This is an optimization exercise on Yosys and OpenROAD, whose aim is a short achievable clock period and few clock cycles, not a production implementation. Only simulation tests tie the RTL to the original design; equivalence was not proved. No driver is modelled on the clock port, so clocking that relies on it looks cheaper here than on a real chip. No activity file was given, so power comes from the tool's default toggle rates.

## processor
module processor (
  input  logic        clk,
  input  logic        reset,
  input  logic [31:0] instruction,
  output logic [31:0] addr,
  output logic [31:0] out,
  output logic        sys_dne,
  output logic        rw
);
==> flow/config.mk <==
export PLATFORM = sky130hd
export DESIGN_NAME = processor
export DESIGN_NICKNAME = processor
export VERILOG_FILES = /design/flow/design.v
export SDC_FILE = /design/flow/constraint.sdc
export NUM_CORES = 4
export LEC_CHECK = 0
export CAP_MARGIN = 20
export CORE_MARGIN = 2
export CORE_UTILIZATION = 65
export SETUP_SLACK_MARGIN = 4.0
export SLEW_MARGIN = 20
==> flow/constraint.sdc <==
create_clock -name core_clock -period 6.0 [get_ports {clk}]
set_input_delay 1.2000 -clock core_clock [delete_from_list [all_inputs] [get_ports {clk}]]
set_output_delay 1.2000 -clock core_clock [all_outputs]
set_load 0.01 [all_outputs]
standard.sh (not shown) runs the stock make flow with config.mk's settings and CLKGATE_MAP_FILE= SYNTH_SCRIPT=/design/flow/synth_recipe.tcl, a recipe that flattens the netlist after the stock synthesis.
==> flow/flow/run.sh <==
#!/bin/bash
set -euo pipefail
cd "$(dirname "$0")/.."
P=${FLOW_PLATFORM:-sky130hd}
R=orfs/results/$P/processor/base
PD=$FLOW_HOME/platforms/$P
LIB=$PD/lib/sky130_fd_sc_hd__tt_025C_1v80.lib
bash standard.sh place > flow_place.log 2>&1
IO_LIB=$LIB IO_DB=$R/3_place.odb IO_BUF=sky130_fd_sc_hd__buf_6 openroad -no_init -exit flow/io.tcl > flow_io.log 2>&1
best=""
bestlat=99
for combo in 25:100 22:100 25:150 28:100 28:150 30:100 30:150 32:120; do
  s=${combo%:*}; d=${combo#*:}
  rm -f $R/4_1_cts.odb $R/4_cts.odb $R/4_cts.sdc
  if ! bash standard.sh CTS_CLUSTER_SIZE=$s CTS_CLUSTER_DIAMETER=$d cts > flow_cts_${s}_${d}.log 2>&1; then
    continue
  fi
  m=$(ROOT_MEASURE=1 ROOT_LIB=$LIB PLATFORM_DIR=$PD ROOT_DB=$R/4_cts.odb ROOT_SDC=$R/4_cts.sdc CLK_PORT=clk \
      openroad -no_init -exit flow/root.tcl 2>&1 | tee flow_measure_${s}_${d}.log | grep '^MEASURE' || true)
  echo "$s $d $m" >> flow_cts_choice.log
  read -r _ fan lat slew <<< "$m" || continue
  [[ -z "${slew:-}" ]] && continue
  ok=$(awk -v f="$fan" -v l="$lat" -v sl="$slew" -v b="$bestlat" 'BEGIN{print (f>=1 && f<=16 && sl<0.110 && l<b) ? 1 : 0}')
  if [[ "$ok" == 1 ]]; then
    bestlat=$lat; best=$combo
    mkdir -p flow_best; cp $R/4_1_cts.odb $R/4_cts.odb $R/4_cts.sdc flow_best/
    cp orfs/logs/$P/processor/base/4_1_cts.log flow_best/ 2>/dev/null || true
  fi
done
echo "chosen: ${best:-none} latency $bestlat" >> flow_cts_choice.log
if [[ -n "$best" ]]; then
  cp flow_best/4_1_cts.odb flow_best/4_cts.odb flow_best/4_cts.sdc $R/
  cp flow_best/4_1_cts.log orfs/logs/$P/processor/base/4_1_cts.log 2>/dev/null || true
  ROOT_LIB=$LIB ROOT_DB=$R/4_cts.odb CLK_PORT=clk openroad -no_init -exit flow/root.tcl > flow_root.log 2>&1
  touch $R/4_cts.sdc
else
  rm -f $R/4_1_cts.odb $R/4_cts.odb $R/4_cts.sdc
  bash standard.sh CTS_CLUSTER_SIZE=25 CTS_CLUSTER_DIAMETER=100 cts > flow_cts_fallback.log 2>&1
fi
bash standard.sh > flow_finish.log 2>&1
==> flow/flow/io.tcl <==
# Output ports: each port's buffer is sized to at least IO_BUF, and the
# flip-flop that drives the buffer is moved next to it (the placement is
# then legalized), so that the flip-flop's output wire is short.
if {[info exists ::env(IO_LIB)]} { read_liberty $::env(IO_LIB) }
read_db $::env(IO_DB)
set block [ord::get_db_block]
set db [ord::get_db]
set bufm [$db findMaster $::env(IO_BUF)]
set order {sky130_fd_sc_hd__buf_1 sky130_fd_sc_hd__buf_2 sky130_fd_sc_hd__buf_4 sky130_fd_sc_hd__buf_6 sky130_fd_sc_hd__buf_8 sky130_fd_sc_hd__buf_12 sky130_fd_sc_hd__buf_16}
set want [lsearch $order $::env(IO_BUF)]
proc driver {net} {
  if {$net eq "NULL" || $net eq ""} { return "" }
  foreach it [$net getITerms] { if {[$it isOutputSignal]} { return [$it getInst] } }
  return ""
}
set moved 0
set sized 0
foreach bt [$block getBTerms] {
  if {[$bt getIoType] ne "OUTPUT"} { continue }
  set buf [driver [$bt getNet]]
  if {$buf eq ""} { continue }
  set bm [[$buf getMaster] getName]
  if {![string match "sky130_fd_sc_hd__buf_*" $bm] && ![string match "sky130_fd_sc_hd__clkbuf_*" $bm] && ![string match "sky130_fd_sc_hd__clkdlybuf*" $bm]} { continue }
  set in ""
  foreach it [$buf getITerms] { if {[$it isInputSignal]} { set in $it } }
  if {$in eq ""} { continue }
  set have [lsearch $order $bm]
  if {$have < $want} { $buf swapMaster $bufm; incr sized }
  set ff [driver [$in getNet]]
  if {$ff eq ""} { continue }
  if {![string match "sky130_fd_sc_hd__df*" [[$ff getMaster] getName]]} { continue }
  # only a flip-flop whose output feeds this buffer and at most one more cell
  if {[llength [[$in getNet] getITerms]] > 3} { continue }
  set b [$buf getBBox]
  $ff setLocation [$b xMin] [$b yMin]
  $ff setPlacementStatus PLACED
  # and the flip-flop's other load (out_q's own multiplexer)
  foreach it [[$in getNet] getITerms] {
    set c [$it getInst]
    if {$c eq $buf || $c eq $ff} { continue }
    $c setLocation [$b xMin] [$b yMin]
    $c setPlacementStatus PLACED
  }
  incr moved
}
puts "IO: $sized output buffers resized, $moved flip-flops moved"
detailed_placement
check_placement
write_db $::env(IO_DB)
Other scripts of this flow, unchanged in this note and not shown: flow/flow/root.tcl
Testbench counts at the start, summed over its fixed seeds: cycles 16,288.
==> next run, changes <==
--- a/flow/flow/run.sh
+++ b/flow/flow/run.sh
@@ -22,3 +22,3 @@
   [[ -z "${slew:-}" ]] && continue
-  ok=$(awk -v f="$fan" -v l="$lat" -v sl="$slew" -v b="$bestlat" 'BEGIN{print (f>=1 && f<=16 && sl<0.110 && l<b) ? 1 : 0}')
+  ok=$(awk -v f="$fan" -v l="$lat" -v sl="$slew" -v b="$bestlat" 'BEGIN{print (f>=1 && f<=16 && sl<0.117 && l<b) ? 1 : 0}')
   if [[ "$ok" == 1 ]]; then
CORE_UTILIZATION = 45   (was 65)
Outcome: The changed run ran to the end with no violations; global-route usage came out lower by 11 points; first-iteration DRC count came out lower by about 6%; wire length came out higher by about 2.4%; clock-buffer cell count came out higher by 2; total power came out higher by 0.78%; final area came out higher by about 2.1%; sequential power came out lower by about 0.7%; clock skew came out lower by 0.0040 ns.
==> next run, changes <==
--- a/flow/flow/run.sh
+++ b/flow/flow/run.sh
@@ -8,3 +8,2 @@
 bash standard.sh place > flow_place.log 2>&1
-IO_LIB=$LIB IO_DB=$R/3_place.odb IO_BUF=sky130_fd_sc_hd__buf_6 openroad -no_init -exit flow/io.tcl > flow_io.log 2>&1
 best=""
removed: flow/flow/io.tcl
- The changed run ran to the end with no violations
- sequential cell count is unchanged
- power barely changes
- combinational power is lower by a few percent
==> next run, changes <==
--- a/flow/flow/run.sh
+++ b/flow/flow/run.sh
@@ -10,3 +10,3 @@
 bestlat=99
-for combo in 25:100 22:100 25:150 28:100 28:150 30:100 30:150 32:120; do
+for combo in 25:100 22:100 25:150 20:100 28:100 25:70; do
   s=${combo%:*}; d=${combo#*:}
@@ -21,3 +21,3 @@
   [[ -z "${slew:-}" ]] && continue
-  ok=$(awk -v f="$fan" -v l="$lat" -v sl="$slew" -v b="$bestlat" 'BEGIN{print (f>=1 && f<=16 && sl<0.117 && l<b) ? 1 : 0}')
+  ok=$(awk -v f="$fan" -v l="$lat" -v sl="$slew" -v b="$bestlat" 'BEGIN{print (f>=1 && f<=16 && sl<0.112 && l<b) ? 1 : 0}')
   if [[ "$ok" == 1 ]]; then
What happened:
- The changed run completed without violations
- wire length rose slightly
- synthesized cell count stays the same
- worst setup slack is worse by 0.014 ns
- clock-buffer cell count rose by 6
- clock power rose by a few percent

== v53 ==
Another version of the RTL of processor (not shown whole).
For scale: roughly 2,600 cells after synthesis, about 1,000 flip-flops, about 100 I/O pins, roughly 0.036 mm2 of cells after synthesis.
Settings: LEC_CHECK=0, CAP_MARGIN=20, CORE_MARGIN=2, CORE_UTILIZATION=65, SETUP_SLACK_MARGIN=4.0, SLEW_MARGIN=20; clock period 6.0 ns.
==> flow/flow/run.sh <==
#!/bin/bash
set -euo pipefail
cd "$(dirname "$0")/.."
P=${FLOW_PLATFORM:-sky130hd}
R=orfs/results/$P/processor/base
PD=$FLOW_HOME/platforms/$P
LIB=$PD/lib/sky130_fd_sc_hd__tt_025C_1v80.lib
bash standard.sh place > flow_place.log 2>&1
best=""
bestlat=99
for combo in 25:100 22:100 25:150 28:100 28:150 30:100 30:150 32:120; do
  s=${combo%:*}; d=${combo#*:}
  rm -f $R/4_1_cts.odb $R/4_cts.odb $R/4_cts.sdc
  if ! bash standard.sh CTS_CLUSTER_SIZE=$s CTS_CLUSTER_DIAMETER=$d cts > flow_cts_${s}_${d}.log 2>&1; then
    continue
  fi
  m=$(ROOT_MEASURE=1 ROOT_LIB=$LIB PLATFORM_DIR=$PD ROOT_DB=$R/4_cts.odb ROOT_SDC=$R/4_cts.sdc CLK_PORT=clk \
      openroad -no_init -exit flow/root.tcl 2>&1 | tee flow_measure_${s}_${d}.log | grep '^MEASURE' || true)
  echo "$s $d $m" >> flow_cts_choice.log
  read -r _ fan lat slew <<< "$m" || continue
  [[ -z "${slew:-}" ]] && continue
  ok=$(awk -v f="$fan" -v l="$lat" -v sl="$slew" -v b="$bestlat" 'BEGIN{print (f>=1 && f<=16 && sl<0.110 && l<b) ? 1 : 0}')
  if [[ "$ok" == 1 ]]; then
    bestlat=$lat; best=$combo
    mkdir -p flow_best; cp $R/4_1_cts.odb $R/4_cts.odb $R/4_cts.sdc flow_best/
    cp orfs/logs/$P/processor/base/4_1_cts.log flow_best/ 2>/dev/null || true
  fi
done
echo "chosen: ${best:-none} latency $bestlat" >> flow_cts_choice.log
if [[ -n "$best" ]]; then
  cp flow_best/4_1_cts.odb flow_best/4_cts.odb flow_best/4_cts.sdc $R/
  cp flow_best/4_1_cts.log orfs/logs/$P/processor/base/4_1_cts.log 2>/dev/null || true
  ROOT_LIB=$LIB ROOT_DB=$R/4_cts.odb CLK_PORT=clk openroad -no_init -exit flow/root.tcl > flow_root.log 2>&1
  touch $R/4_cts.sdc
else
  rm -f $R/4_1_cts.odb $R/4_cts.odb $R/4_cts.sdc
  bash standard.sh CTS_CLUSTER_SIZE=25 CTS_CLUSTER_DIAMETER=100 cts > flow_cts_fallback.log 2>&1
fi
bash standard.sh > flow_finish.log 2>&1
Other scripts of this flow, unchanged in this note and not shown: flow/flow/root.tcl
v53: no failed stages, no open violations at the end
Testbench counts of v53, summed over its fixed seeds: cycles 16,288.
## Diff of input files: v4 against v53
--- a/flow/config.mk
+++ b/flow/config.mk
@@ -8,5 +8,5 @@
 export CAP_MARGIN = 20
 export CORE_MARGIN = 2
-export CORE_UTILIZATION = 65
+export CORE_UTILIZATION = 55
 export SETUP_SLACK_MARGIN = 4.0
 export SLEW_MARGIN = 20
==> results.txt <==
Higher post-layout utilization of the core was reported by v53, not v4.
Per the comparison of v4 with v53, global-route track usage on met2 moved down, xor and xnor fraction of the mapped netlist area level, remaining max-slew budget at the tightest pin moved down, post-route clock period utilization level, maximum vdd drop moved down.
Cmp v53 and v4 / clock share of power / lower: v4
Via count of the first global-routing pass for v4: 137 down relative to v53
| clock power | v4 vs v53 | ≈ equal |
Note that the first-iteration DRC count recorded for v4 amounts to 1.05 times the value seen in v53.
Wire length of the first global-routing pass of v4 exceeds that of v53 by a few percent.
[inputs] v28 vs v4
--- a/flow/flow/run.sh
+++ b/flow/flow/run.sh
@@ -20,5 +20,5 @@
   read -r _ fan lat slew <<< "$m" || continue
   [[ -z "${slew:-}" ]] && continue
-  ok=$(awk -v f="$fan" -v l="$lat" -v sl="$slew" -v b="$bestlat" 'BEGIN{print (f>=1 && f<=16 && sl<0.110 && l<b) ? 1 : 0}')
+  ok=$(awk -v f="$fan" -v l="$lat" -v sl="$slew" -v b="$bestlat" 'BEGIN{print (f>=1 && f<=16 && sl<0.114 && l<b) ? 1 : 0}')
   if [[ "$ok" == 1 ]]; then
     bestlat=$lat; best=$combo
--- a/flow/config.mk
+++ b/flow/config.mk
@@ -8,5 +8,5 @@
 export CAP_MARGIN = 20
 export CORE_MARGIN = 2
-export CORE_UTILIZATION = 55
+export CORE_UTILIZATION = 65
 export SETUP_SLACK_MARGIN = 4.0
 export SLEW_MARGIN = 20
Findings:
Floorplan die width, v4 and v28: larger value in v4
Going from v4 to v28, total power decreased by 1.7% relative to the old numbers; data arrival time of the worst path increased by 1590 ps relative to the old numbers.
v28 has completed all stages; timing, DRC and antenna checks passed.

==> port drivers added, routing unchanged <==
How much do the figures lean on ideal ports? The routed layouts below were timed once more, with nothing changed but the port constraints.
Step 1, drivers: a clkbuf_16 drives clk and a buf_2 each remaining input, both assumed.
Step 2, shift: input delay + t, output delay - t, t = (earliest + latest rising clock arrival at the registers) / 2. This alone moves slack from input paths to output paths.
Three values: no drivers, after step 1, after step 2; two values: the first two.
run	shift t [ns]	setup slack, ns	worst slew at a driven data input, ns
the first run of note 1	0.533	3.883 / 3.752 / 3.621	0.05
the second run of note 1	0.550	3.848 / 3.720 / 3.601	0.04
the third run of note 1	0.538	3.881 / 3.752 / 3.615	0.04
the fourth run of note 1	0.549	3.867 / 3.739 / 3.702	0.04
v53	0.557	3.876 / 3.749 / 3.651	0.11
v4	0.553	3.873 / 3.745 / 3.601	0.15
v28	0.539	3.856 / 3.760 / 3.651	0.12
After both steps setup and hold are still met in every run listed. The setup slack of v4, which loses most, moves by -0.128 ns with the drivers and by -0.272 ns with both steps.
